Source: an optimization exercise on an open RTL-to-GDS flow (aim: small area, a short achievable clock period and few clock cycles). Production flows keep margins and buffers that such runs may drop.
At most, simulation tests tie the RTL to the original design; equivalence was not proved.
Function not checked in run 1: the RTL went through the layout flow alone.
Power and IR drop assume default switching activity.

File: design/flow/run.sh
#!/bin/bash
# synth_recipe.tcl (not shown) runs the flow's synth.tcl, then flattens the netlist and writes it again
# the make line also repeats each setting of config.mk as NAME=value (left out here)
make -C /OpenROAD-flow-scripts/flow DESIGN_CONFIG=/design/flow/config.mk WORK_HOME=/design/flow/orfs CLKGATE_MAP_FILE= SYNTH_SCRIPT=/design/flow/synth_recipe.tcl finish
File: design/flow/config.mk
export PLATFORM = sky130hd
export DESIGN_NAME = priority_power_sequencer
export DESIGN_NICKNAME = priority_power_sequencer
export VERILOG_FILES = /design/flow/design.v
export SDC_FILE = /design/flow/constraint.sdc
export NUM_CORES = 4
export LEC_CHECK = 0
export CAP_MARGIN = 20
export CORE_MARGIN = 2
export CORE_UTILIZATION = 40
export SLEW_MARGIN = 20
File: design/flow/constraint.sdc
create_clock -name core_clock -period 8.0 [get_ports {clk}]
set_input_delay 1.6000 -clock core_clock [delete_from_list [all_inputs] [get_ports {clk}]]
set_output_delay 1.6000 -clock core_clock [all_outputs]
set_load 0.01 [all_outputs]
File: design/flow/design.v
package pps_pkg;
  localparam int MAX_NODES = 16;
  localparam int TIME_W    = 32;
  localparam int PADDR_W   = 3;
  localparam int DIV_BITS  = 4;    
  localparam logic [2:0] OP_REG  = 3'd0;
  localparam logic [2:0] OP_SHUT = 3'd1;
  localparam logic [2:0] OP_CUT  = 3'd2;
  localparam logic [2:0] OP_BOOT = 3'd3;
  localparam logic [2:0] OP_TICK = 3'd4;
  localparam logic [3:0] EV_REGD     = 4'd0;
  localparam logic [3:0] EV_DUP      = 4'd1;
  localparam logic [3:0] EV_FULL     = 4'd2;
  localparam logic [3:0] EV_REJ      = 4'd3;
  localparam logic [3:0] EV_SHUT     = 4'd4;
  localparam logic [3:0] EV_DN_START = 4'd5;
  localparam logic [3:0] EV_DN_DONE  = 4'd6;
  localparam logic [3:0] EV_CUT      = 4'd7;
  localparam logic [3:0] EV_OFF      = 4'd8;
  localparam logic [3:0] EV_BOOT     = 4'd9;
  localparam logic [3:0] EV_UP_START = 4'd10;
  localparam logic [3:0] EV_UP_DONE  = 4'd11;
  localparam logic [3:0] EV_ON       = 4'd12;
  localparam logic [1:0] MODE_ON   = 2'd0;
  localparam logic [1:0] MODE_DOWN = 2'd1;
  localparam logic [1:0] MODE_OFF  = 2'd2;
  localparam logic [1:0] MODE_BOOT = 2'd3;
  localparam logic [0:0] REG_BOOT_DELAY = 1'b0;
  localparam logic [1:0] WK_CUT  = 2'd0;
  localparam logic [1:0] WK_DOWN = 2'd1;
  localparam logic [1:0] WK_UP   = 2'd2;
  typedef struct packed {
    logic [2:0]  op;
    logic [31:0] now;
    logic [15:0] node_id;
    logic [2:0]  priority_req;
    logic [31:0] batt_life;
    logic [15:0] fail_mask;
  } in_t;
  typedef struct packed {
    logic [3:0]  event_res;
    logic [15:0] node_id_res;
    logic        node_valid;
    logic [31:0] time_res;
    logic        clean;
    logic        forced;
    logic [31:0] detail_value;
    logic [1:0]  system_state;
    logic [15:0] graceful_count;
    logic [15:0] cutoff_count;
    logic        last;
  } out_t;
endpackage
import pps_pkg::*;
module pps_div (
  input  logic [3:0]  rem_i,
  input  logic [DIV_BITS-1:0] dbits_i,    
  input  logic [3:0]  divisor,
  output logic [3:0]  rem_o,
  output logic [DIV_BITS-1:0] qbits_o
);
  logic [4:0] trial;
  logic [3:0] r;
  always_comb begin
    r = rem_i;
    for (int k = DIV_BITS - 1; k >= 0; k--) begin
      trial = {r, dbits_i[k]};
      if (trial >= {1'b0, divisor}) begin
        qbits_o[k] = 1'b1;
        r = 4'(trial - {1'b0, divisor});
      end else begin
        qbits_o[k] = 1'b0;
        r = trial[3:0];
      end
    end
    rem_o = r;
  end
endmodule
import pps_pkg::*;
module pps_rbuf (
  input  logic [15:0]      mask,
  input  logic             desc,
  input  logic [7:0][15:0] lvl,      
  output logic [15:0]      sel
);
  logic [7:0]  la, f, hi, lo;
  logic [15:0] cand, below;
  always_comb begin
    for (int p = 0; p < 8; p++) la[p] = |(mask & lvl[p]);
    for (int p = 0; p < 8; p++) begin
      hi[p] = 1'b0;
      lo[p] = 1'b0;
      for (int q = 0; q < 8; q++) begin
        if (q > p) hi[p] = hi[p] | la[q];
        if (q < p) lo[p] = lo[p] | la[q];
      end
      f[p] = la[p] & (desc ? !hi[p] : !lo[p]);
    end
    cand = '0;
    for (int p = 0; p < 8; p++) cand = cand | (lvl[p] & {16{f[p]}});
    cand = cand & mask;
    below[0] = 1'b0;
    for (int i = 1; i < 16; i++) below[i] = below[i-1] | cand[i-1];
    sel = cand & ~below;
  end
endmodule
import pps_pkg::*;
module priority_power_sequencer (
  input  logic                  clk,
  input  logic                  rst_n,
  input  logic                  in_valid,
  output logic                  in_stall,
  input  pps_pkg::in_t          in_data,
  output logic                  out_valid,
  input  logic                  out_stall,
  output pps_pkg::out_t         out_data,
  input  logic                  psel,
  input  logic                  penable,
  input  logic                  pwrite,
  input  logic [pps_pkg::PADDR_W-1:0] paddr,
  input  logic [31:0]           pwdata,
  output logic [31:0]           prdata,
  output logic                  pready
);
  localparam int DIV_STEPS = 32 / DIV_BITS;
  localparam logic [1:0] TR_NONE = 2'd0, TR_OFF = 2'd1, TR_OFFF = 2'd2, TR_ON = 2'd3;
  localparam logic [1:0] PL_IDLE = 2'd0, PL_LOOP = 2'd1, PL_PLAN = 2'd2, PL_LOAD = 2'd3;
  logic [15:0] ids_r [MAX_NODES];
  logic [2:0]  pri_r [MAX_NODES];
  logic [15:0] up_r;           
  logic [15:0] zd_r;           
  logic [4:0]  cnt_r;
  logic [7:0]  present_r;
  logic [1:0]  mode_r;
  logic [15:0] grace_r, cut_r;
  logic [31:0] delay_r;
  logic [32:0] acc_r;          
  logic [7:0]  rl_r;           
  logic [7:0]  ld_r;           
  logic [31:0] step_r;         
  logic [32:0] dl_r;           
  logic        lz_r;           
  logic [31:0] life_r;         
  logic        div_busy_r;
  logic        acc_pend_r;     
  logic        dspec_r;        
  logic [3:0]  dsor_r;         
  logic [3:0]  drem_r;
  logic [$clog2(DIV_STEPS+1)-1:0] dcnt_r;
  logic        ov_r;
  logic [3:0]  oev_r;
  logic [15:0] oid_r;
  logic        ovld_r, ocln_r, ofrc_r, olast_r, oshut_r;
  logic [31:0] now_r;
  logic [15:0] pend_r;         
  logic [15:0] nsel_r;         
  logic [15:0] fail_r;
  logic [1:0]  ekind_r;
  logic        half_r;         
  logic        cclean_r;
  logic [1:0]  etrl_r;
  logic [1:0]  pl_r;
  logic        pcut_r;
  logic [1:0]  pkind_r;
  logic [1:0]  ptrl_r;
  logic        pzero_r;
  assign pready = 1'b1;
  assign prdata = (paddr[2] == REG_BOOT_DELAY) ? delay_r : 32'd0;
  always_ff @(posedge clk) begin
    if (!rst_n) begin
      delay_r <= 32'd1000;
    end else if (psel && penable && pwrite && paddr[2] == REG_BOOT_DELAY) begin
      delay_r <= pwdata;
    end
  end
  logic [15:0]      vmask;
  logic [7:0][15:0] lvl;
  logic [15:0]      match;
  logic [3:0]       gnow;
  always_comb begin
    for (int i = 0; i < MAX_NODES; i++) begin
      vmask[i] = 5'(i) < cnt_r;
      match[i] = ids_r[i] == in_data.node_id;
      for (int p = 0; p < 8; p++) lvl[p][i] = pri_r[i] == 3'(p);
    end
    gnow = 4'($countones(present_r));
  end
  logic        op_walk;        
  logic        desc_pl;
  logic        sched_ok;
  logic        cutoff_now, due_now;
  logic [7:0]  fb, fb_hi, fb_lo;
  logic [15:0] lvd, pm_fin, pm_sel, pick_pl;
  logic [1:0]  ptrl_fin;
  logic        pzero_fin;
  logic [32:0] acc_add;
  always_comb begin
    op_walk  = (in_data.op == OP_CUT && mode_r != MODE_OFF) ||
               (in_data.op == OP_TICK && (mode_r == MODE_DOWN || mode_r == MODE_BOOT));
    desc_pl  = mode_r == MODE_BOOT;
    sched_ok = !div_busy_r && !acc_pend_r;
    cutoff_now = in_data.op == OP_CUT ||
                 (mode_r == MODE_DOWN && (lz_r || {1'b0, in_data.now} >= dl_r));
    acc_add  = acc_r[32] ? acc_r : ({1'b0, acc_r[31:0]} + {1'b0, step_r});
    due_now  = (rl_r != 8'd0) &&
               ((in_data.now == 32'hFFFF_FFFF) || (!acc_r[32] && in_data.now >= acc_r[31:0]));
    for (int p = 0; p < 8; p++) begin
      fb_hi[p] = 1'b0;
      fb_lo[p] = 1'b0;
      for (int q = 0; q < 8; q++) begin
        if (q > p) fb_hi[p] = fb_hi[p] | rl_r[q];
        if (q < p) fb_lo[p] = fb_lo[p] | rl_r[q];
      end
      fb[p] = rl_r[p] & (desc_pl ? !fb_hi[p] : !fb_lo[p]);
    end
    for (int i = 0; i < MAX_NODES; i++) lvd[i] = ld_r[pri_r[i]];
    if (mode_r == MODE_DOWN) begin
      pm_fin   = up_r & lvd;
      ptrl_fin = ((up_r & ~lvd) == 16'd0) ? TR_OFF : TR_NONE;
    end else begin
      pm_fin   = vmask & ~up_r & (zd_r | lvd);
      ptrl_fin = ((vmask & ~up_r & ~(zd_r | lvd)) == 16'd0) ? TR_ON : TR_NONE;
    end
    pzero_fin = pm_fin == 16'd0 && ptrl_fin == TR_NONE;
    pm_sel    = (pl_r == PL_PLAN && pcut_r) ? up_r : pm_fin;
  end
  pps_rbuf u_pick_pl (.mask(pm_sel), .desc(desc_pl && !(pl_r == PL_PLAN && pcut_r)),
                      .lvl(lvl), .sel(pick_pl));
  logic        em_idle, out_free, node_ok;
  logic [15:0] pend_nx, pick_nx, id_sel;
  logic [3:0]  ev_node;
  always_comb begin
    node_ok  = pend_r != 16'd0 && pl_r != PL_LOAD;
    em_idle  = !half_r && etrl_r == TR_NONE && !node_ok;
    out_free = !ov_r || !out_stall;
    pend_nx  = pend_r & ~nsel_r;
    id_sel   = '0;
    for (int i = 0; i < MAX_NODES; i++) id_sel = id_sel | (ids_r[i] & {16{nsel_r[i]}});
  end
  pps_rbuf u_pick_nx (.mask(pend_nx), .desc(ekind_r == WK_UP), .lvl(lvl), .sel(pick_nx));
  logic        ready, zero_rec, accept, take;
  logic        dup, full;
  logic [4:0]  pc_a;
  logic [16:0] cut_sum, grace_sum;
  logic [15:0] cut_sat, grace_sat;
  always_comb begin
    ready    = !op_walk || pl_r == PL_LOAD || (pl_r == PL_PLAN && pzero_r);
    zero_rec = (in_data.op == OP_TICK) &&
               ((mode_r == MODE_ON || mode_r == MODE_OFF) || pzero_r);
    accept   = in_valid && ready && (zero_rec || (em_idle && out_free));
    take     = accept && !zero_rec;
    dup      = |(vmask & match);
    full     = cnt_r[4];
    pc_a     = 5'($countones(pend_r));
    cut_sum   = {1'b0, cut_r} + {12'd0, pc_a};
    grace_sum = {1'b0, grace_r} + {12'd0, pc_a};
    cut_sat   = cut_sum[16] ? 16'hFFFF : cut_sum[15:0];
    grace_sat = grace_sum[16] ? 16'hFFFF : grace_sum[15:0];
    ev_node  = (ekind_r == WK_CUT) ? EV_CUT : (ekind_r == WK_DOWN ? EV_DN_START : EV_UP_START);
  end
  assign in_stall = !(ready && (zero_rec || (em_idle && out_free)));
  logic [3:0]          drem_nx;
  logic [DIV_BITS-1:0] dq_nx;
  pps_div u_div (.rem_i(drem_r), .dbits_i(step_r[31 -: DIV_BITS]), .divisor(dsor_r),
                 .rem_o(drem_nx), .qbits_o(dq_nx));
  always_ff @(posedge clk) begin
    if ((pl_r == PL_IDLE || pl_r == PL_LOOP) && in_valid && op_walk) begin
      if (cutoff_now) begin
        pcut_r  <= 1'b1;
        pkind_r <= WK_CUT;
        ptrl_r  <= TR_OFFF;
        pzero_r <= 1'b0;
        pl_r    <= PL_PLAN;
      end else if (sched_ok) begin
        pcut_r  <= 1'b0;
        if (due_now) begin
          ld_r  <= ld_r | fb;
          rl_r  <= rl_r & ~fb;
          acc_r <= acc_add;
          pl_r  <= PL_LOOP;
        end else begin
          pkind_r <= desc_pl ? WK_UP : WK_DOWN;
          ptrl_r  <= ptrl_fin;
          pzero_r <= pzero_fin;
          pl_r    <= PL_PLAN;
          if (!pzero_fin && pend_r == 16'd0) begin
            pend_r  <= pm_fin;
            nsel_r  <= pick_pl;
            ekind_r <= desc_pl ? WK_UP : WK_DOWN;
            pl_r    <= PL_LOAD;
          end
        end
      end
    end
    if (pl_r == PL_PLAN && !pzero_r && pend_r == 16'd0) begin
      pend_r  <= pm_sel;
      nsel_r  <= pick_pl;
      ekind_r <= pkind_r;
      pl_r    <= PL_LOAD;
    end
    if (accept) pl_r <= PL_IDLE;
    if (div_busy_r) begin
      drem_r <= drem_nx;
      step_r <= {step_r[31-DIV_BITS:0], dq_nx};
      dcnt_r <= dcnt_r - 1'b1;
      if (dcnt_r == 1) begin
        div_busy_r <= 1'b0;
        acc_pend_r <= 1'b1;
      end
    end
    if (acc_pend_r && mode_r == MODE_DOWN) begin
      acc_r      <= acc_add;
      acc_pend_r <= 1'b0;
    end
    if (in_valid && in_data.op == OP_SHUT && mode_r == MODE_ON && present_r != 8'd0 && !dspec_r) begin
      step_r     <= in_data.batt_life;
      drem_r     <= 4'd0;
      dsor_r     <= 4'(gnow + 4'd1);
      dcnt_r     <= DIV_STEPS;
      div_busy_r <= 1'b1;
      acc_pend_r <= 1'b0;
      dspec_r    <= 1'b1;
    end
    if (accept) dspec_r <= 1'b0;
    if (out_free) ov_r <= 1'b0;
    if (take) begin
      now_r   <= in_data.now;
      fail_r  <= in_data.fail_mask;
      ov_r    <= 1'b1;
      oid_r   <= 16'd0;
      ovld_r  <= 1'b0;
      ocln_r  <= 1'b0;
      ofrc_r  <= 1'b0;
      olast_r <= 1'b1;
      oshut_r <= 1'b0;
      oev_r   <= EV_REJ;
      half_r  <= 1'b0;
      etrl_r  <= TR_NONE;
      unique case (in_data.op)
        OP_REG: begin
          oid_r  <= in_data.node_id;
          ovld_r <= 1'b1;
          oev_r  <= dup ? EV_DUP : (full ? EV_FULL : EV_REGD);
        end
        OP_SHUT: begin
          if (mode_r == MODE_ON) begin
            oev_r   <= EV_SHUT;
            oshut_r <= 1'b1;
          end
        end
        OP_BOOT: begin
          if (mode_r == MODE_OFF) oev_r <= EV_BOOT;
        end
        OP_CUT, OP_TICK: begin
          if (op_walk) begin
            if (pend_r != 16'd0) begin
              oid_r    <= id_sel;
              ovld_r   <= 1'b1;
              oev_r    <= ev_node;
              half_r   <= ekind_r != WK_CUT;
              cclean_r <= !(|(in_data.fail_mask & nsel_r));
              pend_r   <= pend_nx;
              nsel_r   <= pick_nx;
              etrl_r   <= ptrl_r;
              olast_r  <= 1'b0;
            end else begin
              oev_r    <= (ptrl_r == TR_ON) ? EV_ON : EV_OFF;
              ofrc_r   <= ptrl_r == TR_OFFF;
            end
          end
        end
        default: ;
      endcase
    end else if (!em_idle && out_free) begin
      ov_r <= 1'b1;
      if (half_r) begin
        oev_r   <= 4'(oev_r + 4'd1);
        ocln_r  <= (oev_r == EV_DN_START) && cclean_r;
        half_r  <= 1'b0;
        olast_r <= !node_ok && etrl_r == TR_NONE;
      end else if (node_ok) begin
        oid_r    <= id_sel;
        ovld_r   <= 1'b1;
        ocln_r   <= 1'b0;
        oev_r    <= ev_node;
        half_r   <= ekind_r != WK_CUT;
        cclean_r <= !(|(fail_r & nsel_r));
        pend_r   <= pend_nx;
        nsel_r   <= pick_nx;
        olast_r  <= (ekind_r == WK_CUT) && pend_nx == 16'd0 && etrl_r == TR_NONE;
      end else begin
        oid_r   <= 16'd0;
        ovld_r  <= 1'b0;
        ocln_r  <= 1'b0;
        oev_r   <= (etrl_r == TR_ON) ? EV_ON : EV_OFF;
        ofrc_r  <= etrl_r == TR_OFFF;
        olast_r <= 1'b1;
        etrl_r  <= TR_NONE;
      end
    end
    if (take) begin
      unique case (in_data.op)
        OP_REG: begin
          if (!dup && !full) begin
            ids_r[cnt_r[3:0]] <= in_data.node_id;
            pri_r[cnt_r[3:0]] <= in_data.priority_req;
            up_r[cnt_r[3:0]]  <= mode_r == MODE_ON;
            zd_r[cnt_r[3:0]]  <= 1'b1;
            cnt_r             <= 5'(cnt_r + 5'd1);
            present_r         <= present_r | (8'd1 << in_data.priority_req);
          end
        end
        OP_SHUT: begin
          if (mode_r == MODE_ON) begin
            mode_r  <= MODE_DOWN;
            acc_r   <= {1'b0, in_data.now};
            dl_r    <= {1'b0, in_data.now} + {1'b0, in_data.batt_life};
            lz_r    <= in_data.batt_life == 32'd0;
            life_r  <= in_data.batt_life;
            rl_r    <= present_r;
            ld_r    <= 8'd0;
            zd_r    <= 16'd0;
            if (present_r == 8'd0) begin
              div_busy_r <= 1'b0;
              acc_pend_r <= 1'b0;
            end
          end
        end
        OP_BOOT: begin
          if (mode_r == MODE_OFF) begin
            mode_r     <= MODE_BOOT;
            acc_r      <= {1'b0, in_data.now} + {1'b0, delay_r};
            step_r     <= delay_r;
            rl_r       <= present_r;
            ld_r       <= 8'd0;
            zd_r       <= 16'd0;
            div_busy_r <= 1'b0;
            acc_pend_r <= 1'b0;
          end
        end
        OP_CUT, OP_TICK: begin
          if (op_walk) begin
            unique case (ekind_r)
              WK_CUT: begin
                up_r   <= 16'd0;
                cut_r  <= cut_sat;
                mode_r <= MODE_OFF;
              end
              WK_DOWN: begin
                up_r    <= up_r & ~pend_r;
                grace_r <= grace_sat;
                if (ptrl_r != TR_NONE) mode_r <= MODE_OFF;
              end
              default: begin
                up_r <= up_r | pend_r;
                if (ptrl_r != TR_NONE) mode_r <= MODE_ON;
              end
            endcase
          end
        end
        default: ;
      endcase
    end
    if (!rst_n) begin
      pl_r       <= PL_IDLE;
      div_busy_r <= 1'b0;
      acc_pend_r <= 1'b0;
      dspec_r    <= 1'b0;
      ov_r       <= 1'b0;
      half_r     <= 1'b0;
      etrl_r     <= TR_NONE;
      pend_r     <= 16'd0;
      mode_r     <= MODE_ON;
      cnt_r      <= 5'd0;
      present_r  <= 8'd0;
      up_r       <= 16'd0;
      grace_r    <= 16'd0;
      cut_r      <= 16'd0;
    end
  end
  assign out_valid = ov_r;
  always_comb begin
    out_data.event_res      = oev_r;
    out_data.node_id_res    = oid_r;
    out_data.node_valid     = ovld_r;
    out_data.time_res       = now_r;
    out_data.clean          = ocln_r;
    out_data.forced         = ofrc_r;
    out_data.detail_value   = oshut_r ? life_r : 32'd0;
    out_data.system_state   = mode_r;
    out_data.graceful_count = grace_r;
    out_data.cutoff_count   = cut_r;
    out_data.last           = olast_r;
  end
endmodule
==> results of run 1 <==
[area by class of cell]
cell class | instances | area share
multi-input cells | 3658 | 0.4715
repair buffers | 496 | 0.08322
clock buffers | 110 | 0.04131
diodes | 2 | 0.00009320
well taps | 1512 | 0.03523
inverters | 201 | 0.01410
flip-flops and latches | 697 | 0.3477
clock inverters | 39 | 0.006873
[metrics by stage]
stage | cells | power (mW) | setup slack [ns] | cell area, sq um
floorplan | 4841 | 6.961 | 1.624 | 45740
detailed placement | 6563 | 8.503 | 0.7031 | 51100
global route | 6713 | 12.79 | 0.2691 | 53700
global placement | 6562 | 8.452 | 0.7920 | 51100
finish | 6715 | 12.22 | 0.7106 | 53700
CTS | 6712 | 12.19 | 0.6772 | 53690
[worst max-delay path, stage by stage (launching register included)]
cell	delay [ns]
sky130_fd_sc_hd__edfxtp_1	0.87
sky130_fd_sc_hd__mux2_2	0.42
sky130_fd_sc_hd__o22ai_1	0.51
sky130_fd_sc_hd__o21bai_1	0.24
sky130_fd_sc_hd__a221o_1	0.49
sky130_fd_sc_hd__nand2_1	0.30
sky130_fd_sc_hd__o221ai_1	0.16
sky130_fd_sc_hd__nor4b_1	0.68
sky130_fd_sc_hd__nand2_1	0.34
sky130_fd_sc_hd__and3b_1	0.31
sky130_fd_sc_hd__a21oi_1	0.85
sky130_fd_sc_hd__mux4_2	0.43
sky130_fd_sc_hd__o22ai_1	0.19
sky130_fd_sc_hd__a2111o_1	0.48
sky130_fd_sc_hd__nor4b_4	0.44
sky130_fd_sc_hd__nand4_2	0.19
sky130_fd_sc_hd__o31ai_1	0.26
[state kept, by name, summed over array words and instances (netlist names), 16 cells and up]
signal / flops
fail_r: 16
acc_r: 33
up_r: 16
delay_r: 32
zd_r: 16
pri_r: 48
dl_r: 33
pend_r: 16
grace_r: 16
nsel_r: 16
life_r: 32
oid_r: 16
ids_r: 256
cut_r: 16
step_r: 32
now_r: 32
[power groups by stage]
stage	Combinational, mW	Clock (mW)	Sequential [mW]
floorplan	2.51	0	4.46
global placement	3.90	0	4.56
detailed placement	3.94	0	4.56
CTS	3.96	3.74	4.49
global route	4.39	3.89	4.51
finish	4.03	3.70	4.49
[logic make-up (layout without fill, tap and decap cells)]
family	Yosys count	after routing	synth area share
AOI/OAI and AO/OA	1311	1311	0.1936
muxes	143	143	0.04264
and+or+nand+nor	1608	1608	0.1782
xor gates and xnor gates	368	368	0.07046
buffers and inverters	486	846	0.04106
DFF	697	697	0.4081
adders and majority gates	227	227	0.06587
other	1	3	0.00008198
[worst paths after layout]
| kind | start | end | slack [ns] | depth (start not counted) |
|---|---|---|---|---|
| max | pri_r[14][1]$_DFFE_PP_ | nsel_r[15]$_DFF_P_ | 0.71 | 16 |
| min | present_r[2]$_SDFFE_PN0P_ | present_r[2]$_SDFFE_PN0P_ | 0.48 | 2 |
| max reg2reg | pri_r[14][1]$_DFFE_PP_ | nsel_r[15]$_DFF_P_ | 0.71 | 16 |
| min reg2reg | present_r[2]$_SDFFE_PN0P_ | present_r[2]$_SDFFE_PN0P_ | 0.48 | 2 |
[synth_stat cells (87+ instances only)]
cell type | n | share of area
sky130_fd_sc_hd__a21oi_1 | 304 | 0.033
sky130_fd_sc_hd__a22oi_1 | 139 | 0.023
sky130_fd_sc_hd__clkbuf_1 | 238 | 0.020
sky130_fd_sc_hd__dfxtp_1 | 226 | 0.099
sky130_fd_sc_hd__edfxtp_1 | 471 | 0.31
sky130_fd_sc_hd__ha_1 | 204 | 0.056
sky130_fd_sc_hd__inv_1 | 193 | 0.016
sky130_fd_sc_hd__nand2_1 | 400 | 0.033
sky130_fd_sc_hd__nand2b_1 | 87 | 0.012
sky130_fd_sc_hd__nand3_1 | 123 | 0.013
sky130_fd_sc_hd__nor2_1 | 355 | 0.029
sky130_fd_sc_hd__nor2b_1 | 95 | 0.013
sky130_fd_sc_hd__nor3_1 | 111 | 0.012
sky130_fd_sc_hd__nor4_1 | 101 | 0.014
sky130_fd_sc_hd__o21ai_0 | 200 | 0.022
sky130_fd_sc_hd__o22ai_1 | 118 | 0.016
sky130_fd_sc_hd__xnor2_1 | 174 | 0.033
sky130_fd_sc_hd__xor2_1 | 194 | 0.037
[layer usage]
metal / track usage / vias to the layer above / part of all wire
li1: - / 18790 / -
met1: 0.4629 / 20850 / 0.40
met2: 0.5179 / 2663 / 0.43
met3: 0.08805 / 534 / 0.11
met4: 0.1472 / 8 / 0.049
met5: 0 / - / 0.00027
==> impl.org, run 1 <==
** Synthesis
- Register bit total from synthesis :: 697
- The average instance in the mapped netlist occupies 9.449 sq um.
- Primary flip-flop cell chosen by synthesis mapping :: sky130_fd_sc_hd__edfxtp_1
- The cell count after synthesis came out at ~4800.
- Asr flop ratio synth :: 0
- Distinct cell type count of the synthesized netlist :: 104
- Post-synth EDFFs :: 471
- Syn nets :: 5212
- Warning count from the yosys run :: 3
- In this run the cell area of the synthesized design comes to 45740 sq um.
- Register area share after synthesis :: 0.4081

** Floorplan
- 301 I/O pins were placed.
- Total die area :: roughly 120000 sq um
- After floorplanning, the core was sized to cover approximately 110000 sq um.
- Overall die height :: ~340 microns
- Initial core utilization :: 0.4017
- Row count :: approximately 120
- Measured along the x axis, the die boundary spans approximately 340 microns.

** Routing
- The first TritonRoute pass finished after 7 iterations.
- Once detail routing completed, the nets flagged for antenna violations numbered 0.
- Count of vias placed by the detailed router :: 42850
- Wires add up to 206200 microns.
- First DRT Iteration DRCs :: 5401
- Dividing the detail-routed via count by the number of cells gives between 6 and 7.
- After detailed routing, the average wire length per cell comes to 30.71 microns.
- After detailed routing, the number of remaining DRC violations is 0.

** Global route
- Via count of the first global-routing pass :: 39990
- The first global-routing pass estimated just under 300000 microns of wire.
- Global routing usage summed across all routing layers :: 0.3426
- Largest net degree at the start of global routing :: 62
- The number of antenna violations at the first check in global routing came to 12.
- Total grt overflow :: 0

** Power and ir drop
- Across the VDD grid, the largest voltage drop is 0.1961 mV.
- Of the total power, combinational logic draws 0.330.
- Internal Dissipation :: 7.912 mW
- For this design the static power due to leakage is 19.32 nW.
- The analysis attributes to net switching a power of roughly 4.3 mW.
- Reg power frac :: 0.367
- Of the total power, the share spent switching nets is 0.3525.
- Part of the total power dissipated in the clock network :: 0.303
- For this design the ratio of total power to cell area is 227.5 nW/um^2.

** Finish
- In the final layout, the multi-input gates occupy 25320 sq um.
- Core Util, Final :: 0.4716
- For this run, the post-layout net count is about 5500.
- In the final layout, flip-flops and latches occupy 18670 sq um.
- Fill cells in the final layout number 10880.
- The top cell types in the final layout, fill and taps aside, are 471 x sky130_fd_sc_hd__edfxtp_1, 400 x sky130_fd_sc_hd__nand2_1, 339 x sky130_fd_sc_hd__nor2_1.
- Most common cell after layout, fill and taps aside :: sky130_fd_sc_hd__edfxtp_1
- Fraction of final layout cells with drive strength greater than 1 :: 0.09440
- Area added between synthesis and finish :: 17.40%

** Clock network
- Post-CTS sizing :: 0
- Number of buffers inserted during clock tree synthesis :: 82
- Maximum buffer depth of the clock tree :: 3
- The clock reaches the later pin of the worst-skew pair after 0.66 ns.
- TritonCTS built the clock tree.
- The clock net in this run drives a total of ~700 sinks.
- CTS H-tree lvls :: 3
- The tree is rooted in a sky130_fd_sc_hd__clkbuf_16.
- In this run the post-CTS setup repair buffer count came out at 0.
- After clock tree synthesis, the flow added hold-fix buffers numbering 0.
- CTS clk-pin slew, worst paths :: roughly 0.060 ns

** Timing
- Setup violations remaining at the end of the flow were counted as 0.
- Setup repair after global routing left no endpoint under its margin.
- After routing, the total negative slack on setup checks comes to 0 ns.
- Max-slew violations :: 0
- Measured slew at the worst slew-check pin :: ~1.2 ns
- Worst slew slack as a fraction of its limit :: 0.2032
- Post-layout min period :: 7.289 ns
- Across the routed clock network, the largest skew measured is 0.02509 ns.
- Hold timing on the final database bottoms out at a slack of 0.4774 ns.
- For this run, the top clock speed supported by timing is 137.2 MHz.
- Dividing the final minimum period by the clock period gives 0.9112.
- The final-report hold violation count is 0.

** Run status
- Result of the run :: no timing/DRC/antenna violations

** Setup path
- Launching element type of the critical path :: flip-flop
- STA puts the critical path data arrival time at 7.86 ns.
- Sort of element at the end of the critical path :: flip-flop
- At the worst endpoint, the required time is 8.57 ns.
- Top fanout value on the critical path :: 17
- The critical path is of the flip-flop to flip-flop type.

** Placed design
- Total half-perimeter wirelength after legalization and detailed placement :: 155100 microns
- Total of buffers placed on input and output ports :: approximately 300
- GP Congestion :: 1.103

** Job
- Across the run, the number of max-cap violations was 0.

** Worst hold path
- The worst hold path belongs to the class flip-flop to flip-flop.
==> run 2, diff against run 1 <==
--- a/design/flow/design.v
+++ b/design/flow/design.v
@@ -57,3 +57,5 @@
   input  logic [DIV_BITS-1:0] dbits_i,    
-  input  logic [3:0]  divisor,
+  input  logic [3:0]  d1,
+  input  logic [4:0]  d2,
+  input  logic [5:0]  d3,
   output logic [3:0]  rem_o,
@@ -61,17 +63,23 @@
 );
-  logic [4:0] trial;
-  logic [3:0] r;
+  logic [5:0] trial [DIV_BITS/2];
+  logic [3:0] r [DIV_BITS/2+1];
   always_comb begin
-    r = rem_i;
-    for (int k = DIV_BITS - 1; k >= 0; k--) begin
-      trial = {r, dbits_i[k]};
-      if (trial >= {1'b0, divisor}) begin
-        qbits_o[k] = 1'b1;
-        r = 4'(trial - {1'b0, divisor});
+    r[0] = rem_i;
+    for (int k = 0; k < DIV_BITS / 2; k++) begin
+      trial[k] = {r[k], dbits_i[DIV_BITS-1-2*k -: 2]};
+      if (trial[k] >= d3) begin
+        qbits_o[DIV_BITS-1-2*k -: 2] = 2'd3;
+        r[k+1] = 4'(trial[k] - d3);
+      end else if (trial[k] >= {1'b0, d2}) begin
+        qbits_o[DIV_BITS-1-2*k -: 2] = 2'd2;
+        r[k+1] = 4'(trial[k] - {1'b0, d2});
+      end else if (trial[k] >= {2'b0, d1}) begin
+        qbits_o[DIV_BITS-1-2*k -: 2] = 2'd1;
+        r[k+1] = 4'(trial[k] - {2'b0, d1});
       end else begin
-        qbits_o[k] = 1'b0;
-        r = trial[3:0];
+        qbits_o[DIV_BITS-1-2*k -: 2] = 2'd0;
+        r[k+1] = trial[k][3:0];
       end
     end
-    rem_o = r;
+    rem_o = r[DIV_BITS/2];
   end
@@ -136,5 +144,6 @@
   logic [31:0] delay_r;
-  logic [32:0] acc_r;          
+  logic [32:0] a1_r, a2_r;     
+  logic        init_r;         
   logic [7:0]  rl_r;           
-  logic [7:0]  ld_r;           
+  logic [15:0] lvd_r;          
   logic [31:0] step_r;         
@@ -142,9 +151,10 @@
   logic        lz_r;           
-  logic [31:0] life_r;         
+  logic        dlp_r;          
   logic        div_busy_r;
-  logic        acc_pend_r;     
   logic        dspec_r;        
   logic [3:0]  dsor_r;         
+  logic [4:0]  dsor2_r;
+  logic [5:0]  dsor3_r;
   logic [3:0]  drem_r;
-  logic [$clog2(DIV_STEPS+1)-1:0] dcnt_r;
+  logic [4:0]  dcnt_r;
   logic        ov_r;
@@ -166,2 +176,4 @@
   logic        pzero_r;
+  logic        pown_r;         
+  logic [4:0]  pcnt_r;         
   assign pready = 1'b1;
@@ -190,8 +202,10 @@
   logic        sched_ok;
-  logic        cutoff_now, due_now;
-  logic [7:0]  fb, fb_hi, fb_lo;
-  logic [15:0] lvd, pm_fin, pm_sel, pick_pl;
+  logic        cutoff_now, due1, due2;
+  logic [7:0]  fb, fb_hi, fb_lo, rl2, fb2, fb2_hi, fb2_lo;
+  logic [15:0] pm_fin, pm_sel, pick_pl, f1x, f2x;
   logic [1:0]  ptrl_fin;
   logic        pzero_fin;
-  logic [32:0] acc_add;
+  logic [4:0]  pc_sel;
+  logic [33:0] t1, t2;
+  logic [32:0] t1_sat, t2_sat;
   always_comb begin
@@ -200,8 +214,9 @@
     desc_pl  = mode_r == MODE_BOOT;
-    sched_ok = !div_busy_r && !acc_pend_r;
+    sched_ok = !div_busy_r && !init_r;
     cutoff_now = in_data.op == OP_CUT ||
                  (mode_r == MODE_DOWN && (lz_r || {1'b0, in_data.now} >= dl_r));
-    acc_add  = acc_r[32] ? acc_r : ({1'b0, acc_r[31:0]} + {1'b0, step_r});
-    due_now  = (rl_r != 8'd0) &&
-               ((in_data.now == 32'hFFFF_FFFF) || (!acc_r[32] && in_data.now >= acc_r[31:0]));
+    t1 = {1'b0, a2_r} + {2'b0, step_r};
+    t2 = {1'b0, a2_r} + {1'b0, step_r, 1'b0};
+    t1_sat = (a2_r[32] || t1[33:32] != 2'd0) ? {1'b1, 32'd0} : t1[32:0];
+    t2_sat = (a2_r[32] || t2[33:32] != 2'd0) ? {1'b1, 32'd0} : t2[32:0];
     for (int p = 0; p < 8; p++) begin
@@ -215,9 +230,26 @@
     end
-    for (int i = 0; i < MAX_NODES; i++) lvd[i] = ld_r[pri_r[i]];
+    rl2 = rl_r & ~fb;
+    for (int p = 0; p < 8; p++) begin
+      fb2_hi[p] = 1'b0;
+      fb2_lo[p] = 1'b0;
+      for (int q = 0; q < 8; q++) begin
+        if (q > p) fb2_hi[p] = fb2_hi[p] | rl2[q];
+        if (q < p) fb2_lo[p] = fb2_lo[p] | rl2[q];
+      end
+      fb2[p] = rl2[p] & (desc_pl ? !fb2_hi[p] : !fb2_lo[p]);
+    end
+    due1 = (rl_r != 8'd0) &&
+           ((in_data.now == 32'hFFFF_FFFF) || (!a1_r[32] && in_data.now >= a1_r[31:0]));
+    due2 = (rl2 != 8'd0) &&
+           ((in_data.now == 32'hFFFF_FFFF) || (!a2_r[32] && in_data.now >= a2_r[31:0]));
+    for (int i = 0; i < MAX_NODES; i++) begin
+      f1x[i] = fb[pri_r[i]];
+      f2x[i] = fb[pri_r[i]] | fb2[pri_r[i]];
+    end
     if (mode_r == MODE_DOWN) begin
-      pm_fin   = up_r & lvd;
-      ptrl_fin = ((up_r & ~lvd) == 16'd0) ? TR_OFF : TR_NONE;
+      pm_fin   = up_r & lvd_r;
+      ptrl_fin = ((up_r & ~lvd_r) == 16'd0) ? TR_OFF : TR_NONE;
     end else begin
-      pm_fin   = vmask & ~up_r & (zd_r | lvd);
-      ptrl_fin = ((vmask & ~up_r & ~(zd_r | lvd)) == 16'd0) ? TR_ON : TR_NONE;
+      pm_fin   = vmask & ~up_r & (zd_r | lvd_r);
+      ptrl_fin = ((vmask & ~up_r & ~(zd_r | lvd_r)) == 16'd0) ? TR_ON : TR_NONE;
     end
@@ -225,5 +257,4 @@
     pm_sel    = (pl_r == PL_PLAN && pcut_r) ? up_r : pm_fin;
+    pc_sel    = 5'($countones(pm_sel));
   end
-  pps_rbuf u_pick_pl (.mask(pm_sel), .desc(desc_pl && !(pl_r == PL_PLAN && pcut_r)),
-                      .lvl(lvl), .sel(pick_pl));
   logic        em_idle, out_free, node_ok;
@@ -232,3 +263,3 @@
   always_comb begin
-    node_ok  = pend_r != 16'd0 && pl_r != PL_LOAD;
+    node_ok  = pend_r != 16'd0 && !pown_r;
     em_idle  = !half_r && etrl_r == TR_NONE && !node_ok;
@@ -239,3 +270,10 @@
   end
-  pps_rbuf u_pick_nx (.mask(pend_nx), .desc(ekind_r == WK_UP), .lvl(lvl), .sel(pick_nx));
+  logic        pick_pl_sel;
+  logic [15:0] pick_out;
+  assign pick_pl_sel = !node_ok && pl_r != PL_LOAD;
+  pps_rbuf u_pick (.mask(pick_pl_sel ? pm_sel : pend_nx),
+                   .desc(pick_pl_sel ? (desc_pl && !(pl_r == PL_PLAN && pcut_r)) : (ekind_r == WK_UP)),
+                   .lvl(lvl), .sel(pick_out));
+  assign pick_pl = pick_out;
+  assign pick_nx = pick_out;
   logic        ready, zero_rec, accept, take;
@@ -253,3 +291,3 @@
     full     = cnt_r[4];
-    pc_a     = 5'($countones(pend_r));
+    pc_a     = pcnt_r;
     cut_sum   = {1'b0, cut_r} + {12'd0, pc_a};
@@ -260,9 +298,9 @@
   end
-  assign in_stall = !(ready && (zero_rec || (em_idle && out_free)));
+  assign in_stall = in_valid && !(ready && (zero_rec || (em_idle && out_free)));
   logic [3:0]          drem_nx;
   logic [DIV_BITS-1:0] dq_nx;
-  pps_div u_div (.rem_i(drem_r), .dbits_i(step_r[31 -: DIV_BITS]), .divisor(dsor_r),
+  pps_div u_div (.rem_i(drem_r), .dbits_i(step_r[31 -: DIV_BITS]), .d1(dsor_r), .d2(dsor2_r), .d3(dsor3_r),
                  .rem_o(drem_nx), .qbits_o(dq_nx));
   always_ff @(posedge clk) begin
-    if ((pl_r == PL_IDLE || pl_r == PL_LOOP) && in_valid && op_walk) begin
+    if ((pl_r == PL_IDLE || pl_r == PL_LOOP) && in_valid && op_walk && !dlp_r) begin
       if (cutoff_now) begin
@@ -275,6 +313,13 @@
         pcut_r  <= 1'b0;
-        if (due_now) begin
-          ld_r  <= ld_r | fb;
-          rl_r  <= rl_r & ~fb;
-          acc_r <= acc_add;
+        if (due2) begin
+          lvd_r <= lvd_r | f2x;
+          rl_r  <= rl2 & ~fb2;
+          a1_r  <= t1_sat;
+          a2_r  <= t2_sat;
+          pl_r  <= PL_LOOP;
+        end else if (due1) begin
+          lvd_r <= lvd_r | f1x;
+          rl_r  <= rl2;
+          a1_r  <= a2_r;
+          a2_r  <= t1_sat;
           pl_r  <= PL_LOOP;
@@ -284,9 +329,3 @@
           pzero_r <= pzero_fin;
-          pl_r    <= PL_PLAN;
-          if (!pzero_fin && pend_r == 16'd0) begin
-            pend_r  <= pm_fin;
-            nsel_r  <= pick_pl;
-            ekind_r <= desc_pl ? WK_UP : WK_DOWN;
-            pl_r    <= PL_LOAD;
-          end
+          pl_r    <= (!pzero_fin && !node_ok) ? PL_LOAD : PL_PLAN;
         end
@@ -294,9 +333,14 @@
     end
-    if (pl_r == PL_PLAN && !pzero_r && pend_r == 16'd0) begin
+    if (pl_r == PL_PLAN && !pzero_r && !node_ok) pl_r <= PL_LOAD;
+    if (pl_r != PL_LOAD && !node_ok && in_valid && op_walk) begin
       pend_r  <= pm_sel;
+      pcnt_r  <= pc_sel;
       nsel_r  <= pick_pl;
-      ekind_r <= pkind_r;
-      pl_r    <= PL_LOAD;
+      ekind_r <= (pl_r == PL_PLAN) ? pkind_r : (desc_pl ? WK_UP : WK_DOWN);
+      pown_r  <= 1'b1;
+    end
+    if (accept) begin
+      pl_r   <= PL_IDLE;
+      pown_r <= 1'b0;
     end
-    if (accept) pl_r <= PL_IDLE;
     if (div_busy_r) begin
@@ -305,10 +349,12 @@
       dcnt_r <= dcnt_r - 1'b1;
-      if (dcnt_r == 1) begin
-        div_busy_r <= 1'b0;
-        acc_pend_r <= 1'b1;
-      end
+      if (dcnt_r == 1) div_busy_r <= 1'b0;
     end
-    if (acc_pend_r && mode_r == MODE_DOWN) begin
-      acc_r      <= acc_add;
-      acc_pend_r <= 1'b0;
+    if (dlp_r && !(ov_r && oshut_r)) begin
+      dl_r  <= {1'b0, a2_r[31:0]} + {1'b0, dl_r[31:0]};
+      dlp_r <= 1'b0;
+    end
+    if (init_r && !div_busy_r && !dlp_r) begin
+      a1_r   <= t1_sat;
+      a2_r   <= t2_sat;
+      init_r <= 1'b0;
     end
@@ -318,5 +364,6 @@
       dsor_r     <= 4'(gnow + 4'd1);
-      dcnt_r     <= DIV_STEPS;
+      dsor2_r    <= 5'({gnow, 1'b0} + 5'd2);
+      dsor3_r    <= 6'(3 * gnow + 3);
+      dcnt_r     <= 5'(DIV_STEPS);
       div_busy_r <= 1'b1;
-      acc_pend_r <= 1'b0;
       dspec_r    <= 1'b1;
@@ -415,8 +462,9 @@
             mode_r  <= MODE_DOWN;
-            acc_r   <= {1'b0, in_data.now};
-            dl_r    <= {1'b0, in_data.now} + {1'b0, in_data.batt_life};
+            a2_r    <= {1'b0, in_data.now};
+            init_r  <= 1'b1;
+            dlp_r   <= 1'b1;
+            dl_r    <= {1'b0, in_data.batt_life};
             lz_r    <= in_data.batt_life == 32'd0;
-            life_r  <= in_data.batt_life;
             rl_r    <= present_r;
-            ld_r    <= 8'd0;
+            lvd_r   <= 16'd0;
             zd_r    <= 16'd0;
@@ -424,3 +472,2 @@
               div_busy_r <= 1'b0;
-              acc_pend_r <= 1'b0;
             end
@@ -431,9 +478,10 @@
             mode_r     <= MODE_BOOT;
-            acc_r      <= {1'b0, in_data.now} + {1'b0, delay_r};
+            a2_r       <= {1'b0, in_data.now};
+            init_r     <= 1'b1;
             step_r     <= delay_r;
             rl_r       <= present_r;
-            ld_r       <= 8'd0;
+            lvd_r      <= 16'd0;
             zd_r       <= 16'd0;
             div_busy_r <= 1'b0;
-            acc_pend_r <= 1'b0;
+            dlp_r      <= 1'b0;
           end
@@ -466,4 +514,6 @@
       div_busy_r <= 1'b0;
-      acc_pend_r <= 1'b0;
       dspec_r    <= 1'b0;
+      init_r     <= 1'b0;
+      dlp_r      <= 1'b0;
+      pown_r     <= 1'b0;
       ov_r       <= 1'b0;
@@ -488,3 +538,3 @@
     out_data.forced         = ofrc_r;
-    out_data.detail_value   = oshut_r ? life_r : 32'd0;
+    out_data.detail_value   = oshut_r ? dl_r[31:0] : 32'd0;
     out_data.system_state   = mode_r;
--- a/design/flow/config.mk
+++ b/design/flow/config.mk
@@ -9,3 +9,4 @@
 export CORE_MARGIN = 2
-export CORE_UTILIZATION = 40
+export CORE_UTILIZATION = 50
+export SETUP_SLACK_MARGIN = 3.6
 export SLEW_MARGIN = 20
==> impl.org, run 2 <==
** Timing
- Setup violation total in the final timing report :: 0
- The final-report hold violation count is 0.
- Measured slew at the worst slew-check pin :: 1.178 ns
- Max-slew violations :: 0
- Post-layout min period :: roughly 5.4 ns
- Adding up every negative setup slack in the final design gives 0 ns.
- Between clock sinks in the finished design, the worst skew comes to 0.04583 ns.
- Based on the critical path, the design can be clocked at up to 186.3 MHz.
- Worst slew slack as a fraction of its limit :: 0.2088
- Crit share post-route :: 0.6710
- RSZ-0062 raised after global routing :: true

** Clock network
- After clock tree synthesis, the clock-pin slew on the worst setup and hold paths is roughly 0.06 ns.
- The H-tree was split into 3 levels.
- Library cell used as clock root buffer :: sky130_fd_sc_hd__clkbuf_16
- The tree built by TritonCTS fans out to 719 sinks.
- Buffers inserted during clock tree synthesis total just over 80.
- For the worst-skew pair, the clock arrives at the later sink with an insertion delay of ~0.71 ns.
- TritonCTS built the clock tree.
- Maximum buffer depth of the clock tree :: 3

** Routing
- First-pass detailed-route iteration total :: 9
- Dividing the detail-routed wire length by the instance count gives 30.47 microns.
- Post-route ant nets :: 0
- Count of vias placed by the detailed router :: 47260
- Number of DRC violations after detailed routing :: 0
- In this run, the number of DRC markers left after iteration 0 of detailed routing was 6020.
- After detailed routing, the total wire length is 215000 microns.
- Via density per instance :: 6.698

** Global route
- Largest net degree at the start of global routing :: 69
- Via count of the first global-routing pass :: 44140
- Global routing usage summed across all routing layers :: 0.4142
- Wire length of the first global-routing pass :: 302100 microns
- Antenna violations before repair :: 2
- Global routing finished with a remaining overflow of 0.

** Placed design
- Summed over all nets, the half-perimeter wirelength after detailed placement is around 150000 microns.
- Input and output buffers added on the ports amount to 297.
- Cell Area, Placed :: around 53000 sq um
- GP Congestion :: 1.040

** Floorplan
- Measured along the x axis, the die boundary spans 315.9 microns.
- Total die area :: around 100000 sq um
- Initial core utilization :: 0.5038
- Row count :: 114
- Area of the placeable core :: 96570 sq um
- For this design the top-level I/O count stands at 301.
- The floorplan step set the die height to roughly 320 microns.

** Setup path
- Launching element type of the critical path :: flip-flop
- Maximum single-stage delay on the critical path :: 1.01 ns
- Crit Path Category :: flip-flop to flip-flop
- Critical path data required time :: about 8.6 ns
- Worst path top cell family by delay :: compound AO/OA/AOI/OAI gates
- The signal on the critical path passes through nor2b_1 > nand2_1 > a21oi_1 > a211o_1 > o41ai_4 > o2111ai_4 > and4bb_4 > and3_1 > o21ai_0 > nand2b_1 > a32oi_1 > a211o_1 > nand4bb_4 > nand4bb_4 > o31ai_4.
- Together, buffers and inverters on the worst path number 0.
- Top fanout value on the critical path :: 15
- The slowest stage of the critical path is the sky130_fd_sc_hd__edfxtp_1 cell.
- Sort of element at the end of the critical path :: flip-flop
- Worst path arrival time :: 5.99 ns

** Finish
- Most common cell after layout, fill and taps aside :: sky130_fd_sc_hd__nand2_1
- Once layout is done, the placed cells without fillers occupy between 50000 and 60000 sq um.
- The final layout contains 6135 nets.
- Flip-flop count of the largest register after layout :: 256
- Fraction of final layout cells with drive strength greater than 1 :: 0.1577
- Core Util, Final :: 0.6209
- Area added between synthesis and finish :: 23.24%
- The library cells used most frequently in the layout, excluding fill and tap cells, are 472 x sky130_fd_sc_hd__nand2_1, 449 x sky130_fd_sc_hd__edfxtp_1, 397 x sky130_fd_sc_hd__nor2_1.
- The layout has between 8000 and 9000 filler cells.

** Job
- Across the run, the number of max-cap violations was 0.

** Synthesis
- Of the synthesized area, sequential elements account for 0.3882.
- Number of instances in the synthesized netlist :: 5314
- Warning count from the yosys run :: 5
- Counting flops and latches in the post-synthesis netlist gives 719.
- In this run, distinct cell masters in the synthesized netlist total 101.
- Post-synth EDFFs :: between 400 and 500
- Yosys instantiated no cell more often than sky130_fd_sc_hd__nand2_1.
- Primary flip-flop cell chosen by synthesis mapping :: sky130_fd_sc_hd__edfxtp_1
- The biggest area contributor in the post-synthesis netlist is sky130_fd_sc_hd__edfxtp_1.
- After synthesis, the cell types taking the most area are sky130_fd_sc_hd__edfxtp_1 28%, sky130_fd_sc_hd__dfxtp_1 11%, sky130_fd_sc_hd__ha_1 6.5%.
- In the synthesized netlist, the cells that appear most often are 491 x sky130_fd_sc_hd__nand2_1, 449 x sky130_fd_sc_hd__edfxtp_1, 435 x sky130_fd_sc_hd__nor2_1.
- Netlist Area Pre-Place :: 48650 sq um
- Asr flop ratio synth :: 0
- Each instance of the synthesized netlist takes up on average just over 9 sq um.
- The number of nets handed over by synthesis was 5737.
- Fraction of synthesized cell area taken by the top area cell type :: 0.2771

** Power and ir drop
- Leakage power figure :: roughly 22 nW
- After layout, the design draws a total of 15.91 mW.
- IR analysis of the VDD net gives a maximum drop of ~0.23 mV.
- For this design the ratio of total power to cell area is 265.4 nW/um^2.

** Run status
- The run finished with no timing, DRC or antenna violations.

** Worst hold path
- The tightest min-delay check is of the flip-flop to flip-flop type.
[run 2: changes by cell type in the layout (fill, tap and decap cells not counted), sizes merged, moves of 73 or more]
cell,previous run,this run
o22ai,119,46
a21oi,304,420
nand2,400,492
buf,202,323
nor2,356,439
o21ai,208,310
[run 2: layout make-up]
type	instances	area (sq um)	share of cell area
inverters	241	965.9	0.01611
well taps	1276	1597	0.02663
repair inverters	1	7.507	0.0001252
clock buffers	111	2240	0.03735
clock inverters	38	505.5	0.008430
repair buffers	617	6031	0.1006
flip-flops and latches	719	18970	0.3164
multi-input cells	4051	29640	0.4943
diodes	1	2.502	0.00004173
[run 2: per-layer routing]
layer,up-vias,part of all wire,track usage
li1,20590,-,-
met3,910,0.11,0.09255
met5,-,0.000056,0
met2,3258,0.45,0.6506
met4,2,0.091,0.2995
met1,22500,0.36,0.5027
[run 2: kinds of logic after synthesis]
family,Yosys count,share of synthesized area
simple gates,1745,0.1753
other cells,1,0.00007708
xor+xnor,385,0.06931
mux,123,0.04403
buf+inv,550,0.04333
compound gates,1511,0.2039
flops,719,0.3882
fa+ha+maj,280,0.07582
[run 2: worst register-to-register path, stage by stage, from the launching register on]
cell                        delay (ns)
sky130_fd_sc_hd__edfxtp_1         1.01
sky130_fd_sc_hd__nor2b_1          0.67
sky130_fd_sc_hd__nand2_1          0.15
sky130_fd_sc_hd__a21oi_1          0.30
sky130_fd_sc_hd__a211o_1          0.20
sky130_fd_sc_hd__o41ai_4          0.12
sky130_fd_sc_hd__o2111ai_4        0.16
sky130_fd_sc_hd__and4bb_4         0.31
sky130_fd_sc_hd__and3_1           0.21
sky130_fd_sc_hd__o21ai_0          0.52
sky130_fd_sc_hd__nand2b_1         0.13
sky130_fd_sc_hd__a32oi_1          0.48
sky130_fd_sc_hd__a211o_1          0.27
sky130_fd_sc_hd__nand4bb_4        0.14
sky130_fd_sc_hd__nand4bb_4        0.33
sky130_fd_sc_hd__o31ai_4          0.29
[run 2: per-stage QoR]
stage               cells  hold WS, ns  setup WS, ns
finish               7055       0.4680         2.632
CTS                  6976       0.4654         2.725
detailed placement   6716       0.4527         1.540
global placement     6716       0.4484         1.566
floorplan            5314       0.4367         3.388
global route         7054       0.5007         2.637
[run 2: power by group]
part	internal (mW)	total [mW]	switching, mW
combinational	2.96	6.94	3.99
clock	2.19	3.88	1.69
sequential	4.35	5.08	0.732
total	9.50	15.9	6.41
[run 2: path summary, 6_finish.rpt]
kind | startpoint | to | slack [ns] | cells past startpoint
worst max-delay path | pri_r[7][0]$_DFFE_PP_ | nsel_r[15]$_DFF_P_ | 2.63 | 15
worst max register to register | pri_r[7][0]$_DFFE_PP_ | nsel_r[15]$_DFF_P_ | 2.63 | 15
worst min register to register | delay_r[19]$_SDFFE_PN0P_ | delay_r[19]$_SDFFE_PN0P_ | 0.47 | 2
worst min-delay path | delay_r[19]$_SDFFE_PN0P_ | delay_r[19]$_SDFFE_PN0P_ | 0.47 | 2
[run 2: repair_timing]
item | 4_1_cts | 5_1_grt
resized for setup | 358 | 226
endpoints found under the setup margin | 617 | 506
gates cloned | 7 | 7
pin swaps | 74 | 81
hold buffers | 0 | 0
setup buffers | 104 | 70
Testbench counts of run 2, summed over its fixed seeds: cycles 16,209.
==> run 3, diff against run 2 <==
--- a/design/flow/config.mk
+++ b/design/flow/config.mk
@@ -10,3 +10,3 @@
 export CORE_UTILIZATION = 50
-export SETUP_SLACK_MARGIN = 3.6
+export SETUP_SLACK_MARGIN = 2.5
 export SLEW_MARGIN = 20
==> impl.org, run 3 <==
** Run status
- Result of the run :: no timing/DRC/antenna violations

** Finish
- The top cell types in the final layout, fill and taps aside, are 484 x sky130_fd_sc_hd__nand2_1, 449 x sky130_fd_sc_hd__edfxtp_1, 406 x sky130_fd_sc_hd__nor2_1, 406 x sky130_fd_sc_hd__a21oi_1, 291 x sky130_fd_sc_hd__o21ai_0.
- Area added between synthesis and finish :: 17.43%
- The sequential cells in the finished layout cover a total of between 15000 and 20000 sq um.
- Flip-flop count of the largest register after layout :: 256
- Counting the fill cells in the layout gives 8517.
- Fraction of final layout cells with drive strength greater than 1 :: 0.1095
- The net count of the finished layout is 6014.
- Summing all multi-input logic gate instances after layout gives 28440 sq um.
- Most common cell after layout, fill and taps aside :: sky130_fd_sc_hd__nand2_1

** Clock network
- CTS sink count :: 719
- CTS clk-pin slew, worst paths :: 0.06 ns
- TritonCTS created 82 clock buffers.
- Library cell used as clock root buffer :: sky130_fd_sc_hd__clkbuf_16
- Buffers inserted to repair hold after CTS numbered 0.
- TritonCTS built the clock tree.
- The later pin in the worst-skew pair is clocked with a latency of 0.69 ns.
- CTS H-tree lvls :: 3
- Maximum buffer depth of the clock tree :: 3

** Job
- Max-cap check violation count :: 0

** Placed design
- Setup Slack @ Placement :: around 1.3 ns
- GP Congestion :: between 1 and 1.5
- Total half-perimeter wirelength after legalization and detailed placement :: 156300 microns
- Buffers placed on the I/O ports in this run total ~300.

** Setup path
- The worst setup path is launched from a flip-flop.
- Data arrives at the worst endpoint at 6.07 ns.
- STA classifies the critical path endpoint as a flip-flop.
- In this run the worst path has a maximum fanout of 14.
- STA puts the critical path data required time at 8.56 ns.
- The worst register-to-register path ends at nsel_r[12]$_DFF_P_.
- The critical path in this run is classified as flip-flop to flip-flop.
- For the worst flop-to-flop path, the logic depth is 14.
- In this run the register-to-register setup slack is 2.49 ns.
- Beginning of the worst register-to-register path :: pend_r[11]$_SDFF_PN0_

** Floorplan
- The floorplan step set the die height to 315.9 microns.
- Chip Width :: 315.9 microns
- Pin placement for this block handled 301 I/O pins.
- Area of the placeable core :: 96570 sq um
- Row count :: between 100 and 150
- The initial utilization of the core area, before any placement, comes to 0.5038.
- Total die area :: 99810 sq um

** Synthesis
- Register area share after synthesis :: 0.3882
- The synthesized design contains 719 register bits.
- Counting flops with a built-in enable in the synthesized netlist gives approximately 450.
- Largest cells by area after synthesis :: sky130_fd_sc_hd__edfxtp_1 28%, sky130_fd_sc_hd__dfxtp_1 11%, sky130_fd_sc_hd__ha_1 6.5%
- Ranked by instance count, the synthesized netlist is headed by 491 x sky130_fd_sc_hd__nand2_1, 449 x sky130_fd_sc_hd__edfxtp_1, 435 x sky130_fd_sc_hd__nor2_1.
- Number of instances in the synthesized netlist :: approximately 5300
- Cell type contributing the most total cell area after synthesis :: sky130_fd_sc_hd__edfxtp_1
- Asr flop ratio synth :: 0
- For this run, the leading register cell type out of synthesis is sky130_fd_sc_hd__edfxtp_1.
- Warning count from the yosys run :: 5
- Netlist Area Pre-Place :: 48650 sq um
- Among all cell types in the netlist, the one instantiated most often is sky130_fd_sc_hd__nand2_1.
- Fraction of synthesized cell area taken by the top area cell type :: 0.2771
- After synthesis, the mean cell area works out to slightly above 9 sq um.
- Syn nets :: 5737
- After synthesis, the netlist uses 101 different library cells.

** Timing
- Maximum frequency from static timing analysis :: 181.4 MHz
- Setup_tns :: 0 ns
- The final-report hold violation count came to 0.
- Measured slew at the worst slew-check pin :: between 1 and 1.5 ns
- Post-layout min period :: approximately 5.5 ns
- Setup slack closes at 2.488 ns.
- Crit share post-route :: 0.6890
- Setup repair after global routing could not meet its margin everywhere.
- Setup violation total in the final timing report :: 0
- The final-report max-slew violation count came to 0.
- Worst slew slack as a fraction of its limit :: 0.1979
- Hold timing on the final database bottoms out at a slack of approximately 0.46 ns.
- Clk_skew :: 0.04582 ns

** Power and ir drop
- Leakage power figure :: ~21 nW
- Across the VDD grid, the largest voltage drop is 0.2133 mV.
- Dividing total power by cell area gives a power density of 266.1 nW/um^2.

** Global route
- For this run, global-route usage on met2 was measured as 0.6511.
- The total overflow left after global routing is 0.
- The first global-routing pass estimated between 200000 and 300000 microns of wire.
- In the global route stage, met1 resource usage came out at 0.5015.
- Largest net degree at the start of global routing :: 99
- The via count of the first global-routing pass was 43230.
- Busiest grt layer :: met2
- In the global route stage, met3 resource usage came out at 0.08684.
- The number of antenna violations at the first check in global routing is 7.
- In the global route stage, overall resource usage came out at 0.4068.

** Routing
- After detailed routing, the average wire length per cell comes to 30.32 microns.
- For this run, design rule violations remaining after detail routing come to 0.
- First-pass detailed-route iteration total :: 7
- Count of vias placed by the detailed router :: 46330
- First DRT Iteration DRCs :: 6224
- For this block, the routed nets add up to 210200 microns of wire.
- Post-route ant nets :: 0
- Dividing the detail-routed via count by the number of cells gives about 6.7.

** Worst hold path
- Hold Startpoint :: ocln_r$_SDFFE_PP0P_
- Worst hold path endpoint :: ocln_r$_SDFFE_PP0P_
- Counting instances, the worst hold path has a depth of 2.
- Path type of the worst min-delay path :: flip-flop to flip-flop
## run 3: cell types whose count changed in the layout (fill, tap and decap cells not counted), moves of 16 or more
cell                              change
sky130_fd_sc_hd__o21ai_0             +16
sky130_fd_sc_hd__buf_6               -21
sky130_fd_sc_hd__buf_12              -26
sky130_fd_sc_hd__a21oi_1             +19
sky130_fd_sc_hd__dlygate4sd2_1       -17
sky130_fd_sc_hd__buf_4               -58
sky130_fd_sc_hd__clkdlybuf4s50_1     +34
## run 3: cells by family after synthesis
group / after synthesis / synth area share
adder cells (fa/ha/maj): 280 / 0.07582
AO/OA/AOI/OAI: 1511 / 0.2039
other: 1 / 0.00007708
AND/OR/NAND/NOR: 1745 / 0.1753
flip-flops: 719 / 0.3882
XOR/XNOR: 385 / 0.06931
multiplexers: 123 / 0.04403
buffers and inverters: 550 / 0.04333
## run 3: cell type report
type	count	share of cell area
repair buffers	501	0.08105
flip-flops and latches	719	0.3311
clock inverters	41	0.007183
inverters	241	0.01634
well taps	1276	0.02794
diodes	1	0.00004380
clock buffers	107	0.03846
multi-input cells	4046	0.4978
## run 3: power breakdown
group	internal, mW	switching, mW	leakage, nW
clock network	2.11	1.67	1.27
registers	4.35	0.707	6.31
logic	2.65	3.71	13.6
## run 3: per-layer routing
| layer | routed length [microns] | share of wire |
|---|---|---|
| met5 | 77 | 0.00037 |
| met4 | 16310 | 0.078 |
| met3 | 22230 | 0.11 |
| met2 | 95010 | 0.45 |
| met1 | 76580 | 0.36 |
## run 3: worst max-delay path, stage by stage, from the launching register on
cell and delay (ns):
sky130_fd_sc_hd__dfxtp_2 0.37, sky130_fd_sc_hd__or4_4 0.58, sky130_fd_sc_hd__o41a_1 0.49, sky130_fd_sc_hd__nor2_4 0.24, sky130_fd_sc_hd__buf_12 0.21, sky130_fd_sc_hd__o311ai_2 0.20, sky130_fd_sc_hd__o41a_1 0.18, sky130_fd_sc_hd__a2111o_1 0.49
sky130_fd_sc_hd__or4_4 0.60, sky130_fd_sc_hd__nor4_4 0.23, sky130_fd_sc_hd__o21a_1 0.51, sky130_fd_sc_hd__o22ai_1 0.22, sky130_fd_sc_hd__o31ai_1 0.66, sky130_fd_sc_hd__nand4bb_4 0.31, sky130_fd_sc_hd__o31ai_1 0.08
## run 3: repair_timing
action                                  CTS  global route
buffers inserted                         26            15
pin swaps                                 8            17
endpoints found under the setup margin  223           284
resized for setup                       103            84
cloned                                    1             1
## run 3: how the worst max path moves through the flow
stage | from | endpoint | slack [ns] | depth (start not counted)
2_1_floorplan | in_data[100] | mode_r[1]$_SDFFE_PN0P_ | 2.72 | 12
3_3_place_gp | in_data[57] | ids_r[3][3]$_DFFE_PP_ | 1.30 | 12
3_5_place_dp | in_data[57] | ids_r[3][3]$_DFFE_PP_ | 1.29 | 12
4_1_cts | pend_r[4]$_SDFF_PN0_ | nsel_r[13]$_DFF_P_ | 2.51 | 16
5_1_grt | cnt_r[4]$_SDFFE_PN0P_ | nsel_r[15]$_DFF_P_ | 2.48 | 20
6_report | pend_r[11]$_SDFF_PN0_ | nsel_r[12]$_DFF_P_ | 2.49 | 14
## run 3: stage by stage
stage / area, sq um / std cells / power (mW) / utilization
after detailed placement: 53390 / 6738 / 11.29 / 0.5528
final: 57130 / 6932 / 15.20 / 0.5917
after floorplan: 48670 / 5314 / 9.305 / -
after global routing: 57130 / 6931 / 15.99 / 0.5916
after CTS: 56640 / 6913 / 15.06 / 0.5865
after global placement: 53390 / 6738 / 11.17 / 0.5529
==> run 4, diff against run 3 <==
--- a/design/flow/design.v
+++ b/design/flow/design.v
@@ -165,2 +165,3 @@
   logic [15:0] pend_r;         
+  logic        pnz_r;          
   logic [15:0] nsel_r;         
@@ -263,3 +264,3 @@
   always_comb begin
-    node_ok  = pend_r != 16'd0 && !pown_r;
+    node_ok  = pnz_r && !pown_r;
     em_idle  = !half_r && etrl_r == TR_NONE && !node_ok;
@@ -336,2 +337,3 @@
       pend_r  <= pm_sel;
+      pnz_r   <= pm_sel != 16'd0;
       pcnt_r  <= pc_sel;
@@ -402,3 +404,3 @@
           if (op_walk) begin
-            if (pend_r != 16'd0) begin
+            if (pnz_r) begin
               oid_r    <= id_sel;
@@ -409,2 +411,4 @@
               pend_r   <= pend_nx;
+        pnz_r    <= pend_nx != 16'd0;
+              pnz_r    <= pend_nx != 16'd0;
               nsel_r   <= pick_nx;
@@ -435,2 +439,3 @@
         pend_r   <= pend_nx;
+        pnz_r    <= pend_nx != 16'd0;
         nsel_r   <= pick_nx;
@@ -522,2 +527,3 @@
       pend_r     <= 16'd0;
+      pnz_r      <= 1'b0;
       mode_r     <= MODE_ON;
--- a/design/flow/config.mk
+++ b/design/flow/config.mk
@@ -10,3 +10,3 @@
 export CORE_UTILIZATION = 50
-export SETUP_SLACK_MARGIN = 2.5
+export SETUP_SLACK_MARGIN = 1.5
 export SLEW_MARGIN = 20
==> impl.org, run 4 <==
** Timing
- Static timing analysis puts the maximum clock frequency at approximately 150 MHz.
- The final-report max-slew violation count came to 0.
- Measured slew at the worst slew-check pin :: 1.236 ns
- Clock skew on the completed layout was measured at 0.04365 ns.
- The final-report hold violation count came to 0.
- Worst-case setup margin in the final layout :: 1.515 ns

** Finish
- Area added between synthesis and finish :: 15.04%
- Number of filler instances in the final layout :: 8702
- Final cell count without fillers :: 6934
- Commonest cells after routing, fill and taps aside :: 497 x sky130_fd_sc_hd__nand2_1, 449 x sky130_fd_sc_hd__edfxtp_1, 431 x sky130_fd_sc_hd__nor2_1

** Synthesis
- Of the synthesized area, sequential elements account for 0.3862.
- Yosys attributes the largest share of cell area to sky130_fd_sc_hd__edfxtp_1 28%, sky130_fd_sc_hd__dfxtp_1 11%, sky130_fd_sc_hd__ha_1 6.5%.
- In this run, synthesis produced a sequential element count of 720.
- Synthesis handed over a netlist of 5400 instances.
- Summing every instance area after synthesis gives 48950 sq um.
- During synthesis, Yosys emitted a total of 5 warnings.
- Primary flip-flop cell chosen by synthesis mapping :: sky130_fd_sc_hd__edfxtp_1
- In this run, synthesis inferred 449 flip-flops with an integrated enable.

** Run status
- Result of the run :: no timing/DRC/antenna violations

** Clock network
- Clock tree synthesis inserted a total of between 80 and 90 buffers.
- The clock drives 720 sinks.
- In this run the deepest clock path goes through 3 buffers.
- Hold_buf cts :: 0
- CTS H-tree lvls :: 3

** Routing
- Using the TritonRoute via totals, the vias-per-cell ratio works out to around 6.5.
- Detail Route met3 WL :: 19270 microns
- Dividing the detail-routed wire length by the instance count gives 28.90 microns.
- First DRT Iteration DRCs :: between 5000 and 6000

** Floorplan
- Total die area :: 100400 sq um
- Chip Width :: 316.9 microns

** Placed design
- Summed over all nets, the half-perimeter wirelength after detailed placement is 148900 microns.
- After detailed placement, the design holds a cell count of 6781.

** Setup path
- The worst setup path is captured at a flip-flop.

** Power and ir drop
- Leakage power figure :: about 21 nW
## run 4: cell types whose count changed after synthesis, sizes merged, moves of 11 or more
cell	delta
or3	+16
o211ai	+19
mux4	-30
a21oi	-17
clkbuf	+23
nor2	+14
xor2	+14
nand4	+11
nand2b	-17
xnor2	-16
o221ai	+11
## run 4: cell families (layout without fill, tap and decap cells)
group,count (synthesis),after routing,synth area share
AO/OA/AOI/OAI,1535,1535,0.2104
other,1,4,0.00007660
AND/OR/NAND/NOR,1806,1806,0.1811
XOR/XNOR,383,383,0.06852
buffers and inverters,574,829,0.04667
adder cells (fa/ha/maj),281,281,0.07560
multiplexers,100,100,0.03139
flip-flops,720,720,0.3862
## run 4: timing repair
| item | CTS | global route |
|---|---|---|
| setup endpoints to repair | 0 | 12 |
| resized for setup | 0 | 11 |
| setup buffers | 0 | 0 |
## run 4: final cells by class
type	count	area, sq um	area share
multi-input combinational	4106	27920	0.4957
sequential	720	18910	0.3358
clock inverter	50	651.9	0.01158
antenna	3	7.507	0.0001333
tap	1276	1597	0.02835
timing repair buffer	446	4111	0.07301
inverter	233	877.1	0.01557
clock buffer	100	2243	0.03984
## run 4: final timing paths
path         slack (ns)                    from             endpoint
max                1.51  mode_r[0]$_SDFFE_PN0P_    nsel_r[8]$_DFF_P_
min                0.46     ocln_r$_SDFFE_PP0P_  ocln_r$_SDFFE_PP0P_
max reg2reg        1.51  mode_r[0]$_SDFFE_PN0P_    nsel_r[8]$_DFF_P_
min reg2reg        0.46     ocln_r$_SDFFE_PP0P_  ocln_r$_SDFFE_PP0P_
## run 4: report_power, final
group          leakage (nW)  switching, mW  total, mW  internal [mW]
combinational          13.2           4.00       6.79           2.79
clock                  1.40           1.70       4.05           2.35
sequential             6.30          0.714       5.10           4.38
total                  20.9           6.41       15.9           9.52
## run 4: critical path: stages (launching register included)
cell                       delay [ns]
sky130_fd_sc_hd__dfxtp_1         0.72
sky130_fd_sc_hd__nor2b_1         0.64
sky130_fd_sc_hd__buf_4           0.28
sky130_fd_sc_hd__o311ai_1        0.26
sky130_fd_sc_hd__a32oi_1         0.62
sky130_fd_sc_hd__nor4b_1         0.11
sky130_fd_sc_hd__nor3_1          0.31
sky130_fd_sc_hd__nand4_1         0.29
sky130_fd_sc_hd__nor4_4          0.60
sky130_fd_sc_hd__and3_1          0.43
sky130_fd_sc_hd__a22o_1          0.47
sky130_fd_sc_hd__nand2_1         0.34
sky130_fd_sc_hd__mux4_2          0.54
sky130_fd_sc_hd__mux2i_1         0.32
sky130_fd_sc_hd__nand2_1         0.09
sky130_fd_sc_hd__nor3_1          0.23
sky130_fd_sc_hd__a22o_1          0.16
## run 4: per-stage QoR
step	cell area, sq um	util	total power [mW]
after floorplan	48950	-	9.526
after global placement	53360	0.5510	11.74
after detailed placement	53360	0.5509	11.81
after CTS	56250	0.5808	15.87
after global routing	56310	0.5814	16.81
final	56320	0.5815	15.93
## run 4: routing by layer
metal | GRT usage | up-vias
met4 | 0.2528 | 8
met5 | 0 | -
li1 | - | 20410
met2 | 0.6203 | 2574
met3 | 0.07689 | 616
met1 | 0.4773 | 21760
Testbench counts of run 4, summed over its fixed seeds: cycles 16,209.

Re-timed with assumed drivers on the ports (clkbuf_16 on the clock, buf_2 on other inputs), run 4 has 1.515 ns of setup slack against 1.515 ns with ideal ports, and 1.193 ns once port delays also move by the mid clock arrival of 0.750 ns.
